What follows belongs to an exercise in optimizing a design on an open flow for small area; a production flow would make more cautious choices.
Function was checked by simulation only, so behaviour that the tests miss may differ from the original.
Power is estimated from default activity; no workload was simulated.

birch:
// id_stage
module id_stage (
    input  logic        clk,
    input  logic        rst_n,
    input  logic [63:0] instructionFetchReg,
    input  logic        wbWriteEn,
    input  logic [4:0]  wbWriteReg,
    input  logic [31:0] wbWriteData,
    input  logic        exMemRegWrite,
    input  logic [4:0]  exMemWriteReg,
    output logic        branchResult,
    output logic [31:0] branchAddrs,
    output logic        regStall,
    output logic        muxStall,
    output logic [7:0]  idExCtrl,
    output logic [31:0] idExPc4,
    output logic [31:0] idExRsData,
    output logic [31:0] idExRtData,
    output logic [31:0] idExImm,
    output logic [4:0]  idExRt,
    output logic [4:0]  idExRd
);
Size in the first run: about 4100 cells after synthesis, about 49000 sq um of cells after synthesis.
clock: 9.0 ns
lec_check: 0
cap_margin: 0
core_margin: 2
core_utilization: 50
cts_buf_list: sky130_fd_sc_hd__clkbuf_16
cts_cluster_diameter: 80
cts_cluster_size: 25
gpl_timing_driven: 0
setup_slack_margin: 0.1
slew_margin: 0
synth_hierarchical: 1
standard.sh (not shown) runs the stock make flow with config.mk's settings and CLKGATE_MAP_FILE= SYNTH_SCRIPT=/design/flow/synth_recipe.tcl, a recipe that flattens the netlist after the stock synthesis.
==> flow/flow/run.sh <==
#!/bin/bash
# The standard layout with three changes: the port buffers are made from the smallest
# buffer cell instead of the one buffer_ports picks by default; the buffers that ABC put
# into the synthesised netlist are removed at floorplan; and before repair_design each
# high-fanout net gets one buf_4 (flow/prebuf.tcl). Make's full output goes to
# flow_make.log here; ORFS keeps each step's own log under orfs/logs/.
set -euo pipefail
bash standard.sh "BUFFER_PORTS_ARGS=-buffer_cell sky130_fd_sc_hd__buf_1" REMOVE_ABC_BUFFERS=1 \
  "PRE_RESIZE_TCL=$PWD/flow/prebuf.tcl" finish > flow_make.log 2>&1
==> flow/flow/prebuf.tcl <==
# Sourced by ORFS's resize step (PRE_RESIZE_TCL) just before repair_design: give each
# high-fanout signal net (the register file's one-hot selects, write enables and write
# data) one buf_4 at its driver, so that repair_design does not fix their slew with much
# larger buffers and upsized drivers.
set n 0
foreach net [get_nets *] {
  set drv [get_pins -of_objects $net -filter "direction==output"]
  if {[llength $drv] != 1} continue
  set loads [get_pins -of_objects $net -filter "direction==input"]
  if {[llength $loads] < 20} continue
  set dcell [get_property [get_cells -of_objects $drv] ref_name]
  if {[string match "*clkbuf*" $dcell] || [string match "*df*" $dcell]} continue
  insert_buffer -buffer_cell sky130_fd_sc_hd__buf_4 -net [get_property $net name]
  incr n
}
puts "prebuf.tcl: buffered $n high-fanout nets"
estimate_parasitics -placement
Both conditions hold for birch: the flow ran to the end and the final layout passed the timing, design-rule and antenna checks.
What oak does differently from birch at the input level:
Settings: SLEW_MARGIN now 15, was 0; CAP_MARGIN now 15, was 0.
Findings:
oak went all the way through synthesis, placement and routing and the layout is clean on timing, DRC and antenna.
Compared with birch, oak shows a all-layer global routing usage that is 0.17 points lower.
Of birch and oak, oak shows the lower share of the clock period used by the worst path after layout, with birch above it.
oak: met3 routed wirelength is about 2% lower than what birch reported.
From birch to oak the numbers moved as follows: number of fillers in the final layout rose by 0.54%; wire length of the first global-routing pass fell by 0.42%; total wire length stayed essentially flat; fraction of layout instances using a drive strength above 1 stayed essentially flat.
Between oak and birch, the final worst clock skew figures differ only marginally.
Diff birch -> oak: overall power consumption barely changed, utilization stayed essentially flat.
Compared with birch, oak shows a number of DRC markers in iteration 0 that is about 6% higher.

---

Setup of old:
Starting RTL as in the previous note.
// id_stage
module id_stage (
    input  logic        clk,
    input  logic        rst_n,
    input  logic [63:0] instructionFetchReg,
    input  logic        wbWriteEn,
    input  logic [4:0]  wbWriteReg,
    input  logic [31:0] wbWriteData,
    input  logic        exMemRegWrite,
    input  logic [4:0]  exMemWriteReg,
    output logic        branchResult,
    output logic [31:0] branchAddrs,
    output logic        regStall,
    output logic        muxStall,
    output logic [7:0]  idExCtrl,
    output logic [31:0] idExPc4,
    output logic [31:0] idExRsData,
    output logic [31:0] idExRtData,
    output logic [31:0] idExImm,
    output logic [4:0]  idExRt,
    output logic [4:0]  idExRd
);
==> flow/config.mk <==
export PLATFORM = sky130hd
export DESIGN_NAME = id_stage
export DESIGN_NICKNAME = id_stage
export VERILOG_FILES = /design/flow/design.v
export SDC_FILE = /design/flow/constraint.sdc
export NUM_CORES = 4
export LEC_CHECK = 0
export CAP_MARGIN = 0
export CORE_MARGIN = 2
export CORE_UTILIZATION = 50
export CTS_BUF_LIST = sky130_fd_sc_hd__clkbuf_16
export CTS_CLUSTER_DIAMETER = 80
export CTS_CLUSTER_SIZE = 25
export GPL_TIMING_DRIVEN = 0
export SETUP_SLACK_MARGIN = 0.1
export SLEW_MARGIN = 0
export SYNTH_HIERARCHICAL = 1
==> flow/constraint.sdc <==
create_clock -name core_clock -period 9.0 [get_ports {clk}]
set_input_delay 1.8000 -clock core_clock [delete_from_list [all_inputs] [get_ports {clk}]]
set_output_delay 1.8000 -clock core_clock [all_outputs]
set_load 0.01 [all_outputs]
==> flow/flow/run.sh <==
#!/bin/bash
# The standard layout with three changes: the port buffers are made from the smallest
# buffer cell instead of the one buffer_ports picks by default; the buffers that ABC put
# into the synthesised netlist are removed at floorplan; and before repair_design each
# high-fanout net gets one buf_2 (flow/prebuf.tcl). Make's full output goes to
# flow_make.log here; ORFS keeps each step's own log under orfs/logs/.
set -euo pipefail
bash standard.sh "BUFFER_PORTS_ARGS=-buffer_cell sky130_fd_sc_hd__buf_1" REMOVE_ABC_BUFFERS=1 \
  "PRE_RESIZE_TCL=$PWD/flow/prebuf.tcl" finish > flow_make.log 2>&1
==> flow/flow/prebuf.tcl <==
# Sourced by ORFS's resize step (PRE_RESIZE_TCL) just before repair_design: give each
# high-fanout signal net (the register file's one-hot selects, write enables and write
# data) one buf_2 at its driver, so that repair_design does not fix their slew with much
# larger buffers and upsized drivers.
set n 0
foreach net [get_nets *] {
  set drv [get_pins -of_objects $net -filter "direction==output"]
  if {[llength $drv] != 1} continue
  set loads [get_pins -of_objects $net -filter "direction==input"]
  if {[llength $loads] < 20} continue
  set dcell [get_property [get_cells -of_objects $drv] ref_name]
  if {[string match "*clkbuf*" $dcell] || [string match "*df*" $dcell]} continue
  insert_buffer -buffer_cell sky130_fd_sc_hd__buf_2 -net [get_property $net name]
  incr n
}
puts "prebuf.tcl: buffered $n high-fanout nets"
estimate_parasitics -placement
Modified inputs, new compared to old
# old
export LEC_CHECK = 0
export CAP_MARGIN = 0
export CORE_MARGIN = 2
export CORE_UTILIZATION = 50
export CTS_BUF_LIST = sky130_fd_sc_hd__clkbuf_16
export CTS_CLUSTER_DIAMETER = 80
export CTS_CLUSTER_SIZE = 25
export GPL_TIMING_DRIVEN = 0
export SETUP_SLACK_MARGIN = 0.1
export SLEW_MARGIN = 0
export SYNTH_HIERARCHICAL = 1
create_clock -name core_clock -period 9.0 [get_ports {clk}]
# new
export LEC_CHECK = 0
export CAP_MARGIN = 0
export CORE_MARGIN = 2
export CORE_UTILIZATION = 50
export CTS_BUF_LIST = sky130_fd_sc_hd__clkbuf_16
export CTS_CLUSTER_DIAMETER = 60
export CTS_CLUSTER_SIZE = 20
export GPL_TIMING_DRIVEN = 0
export SETUP_SLACK_MARGIN = 0.1
export SLEW_MARGIN = 0
export SYNTH_HIERARCHICAL = 1
create_clock -name core_clock -period 9.0 [get_ports {clk}]
diff --git a/flow/flow/run.sh b/flow/flow/run.sh
--- a/flow/flow/run.sh
+++ b/flow/flow/run.sh
@@ -4,3 +4,3 @@
 # into the synthesised netlist are removed at floorplan; and before repair_design each
-# high-fanout net gets one buf_2 (flow/prebuf.tcl). Make's full output goes to
+# high-fanout net gets one buf_4 (flow/prebuf.tcl). Make's full output goes to
 # flow_make.log here; ORFS keeps each step's own log under orfs/logs/.
diff --git a/flow/flow/prebuf.tcl b/flow/flow/prebuf.tcl
--- a/flow/flow/prebuf.tcl
+++ b/flow/flow/prebuf.tcl
@@ -2,3 +2,3 @@
 # high-fanout signal net (the register file's one-hot selects, write enables and write
-# data) one buf_2 at its driver, so that repair_design does not fix their slew with much
+# data) one buf_4 at its driver, so that repair_design does not fix their slew with much
 # larger buffers and upsized drivers.
@@ -12,3 +12,3 @@
   if {[string match "*clkbuf*" $dcell] || [string match "*df*" $dcell]} continue
-  insert_buffer -buffer_cell sky130_fd_sc_hd__buf_2 -net [get_property $net name]
+  insert_buffer -buffer_cell sky130_fd_sc_hd__buf_4 -net [get_property $net name]
   incr n
Results
Summary of new over old: met1 routing resource usage after global routing went up 0.16 points, combinational group share of total power went down 1.7 points, power density of the placed cells went up 22 nW/µm². new went all the way through synthesis, placement and routing and the layout is clean on timing, DRC and antenna. Sort new and old by via count asc -> top: old. Higher register fraction of the total cell area goes to old over new.

afterwards: timing with drivers on the ports:
The flow's constraints put no driver on any port. The routed layouts listed below were extracted and timed again, unchanged, in two steps.
Step 1, drivers: a clkbuf_16 drives clk and a buf_2 each remaining input, both assumed.
Step 2, shift: input delay + t, output delay - t, t = (earliest + latest rising clock arrival at the registers) / 2. This alone moves slack from input paths to output paths.
Slacks: ideal / step 1 / step 2; pairs: ideal / step 1.
run | t (ns) | setup WS [ns] | worst data-port slew with drivers (ns) | cell pins on the clock port's net
birch | 0.776 | 0.259 / 0.168 / 0.168 | 0.14 | 1
oak | 0.768 | 0.294 / 0.164 / 0.164 | 0.16 | 1
old | 0.782 | 0.207 / 0.099 / 0.099 | 0.15 | 1
new | 0.765 | 0.218 / 0.123 / 0.123 | 0.16 | 1
After both steps every run listed still meets setup and hold. For oak, which loses most, drivers alone change the setup slack by -0.130 ns; drivers and shift together by -0.130 ns.
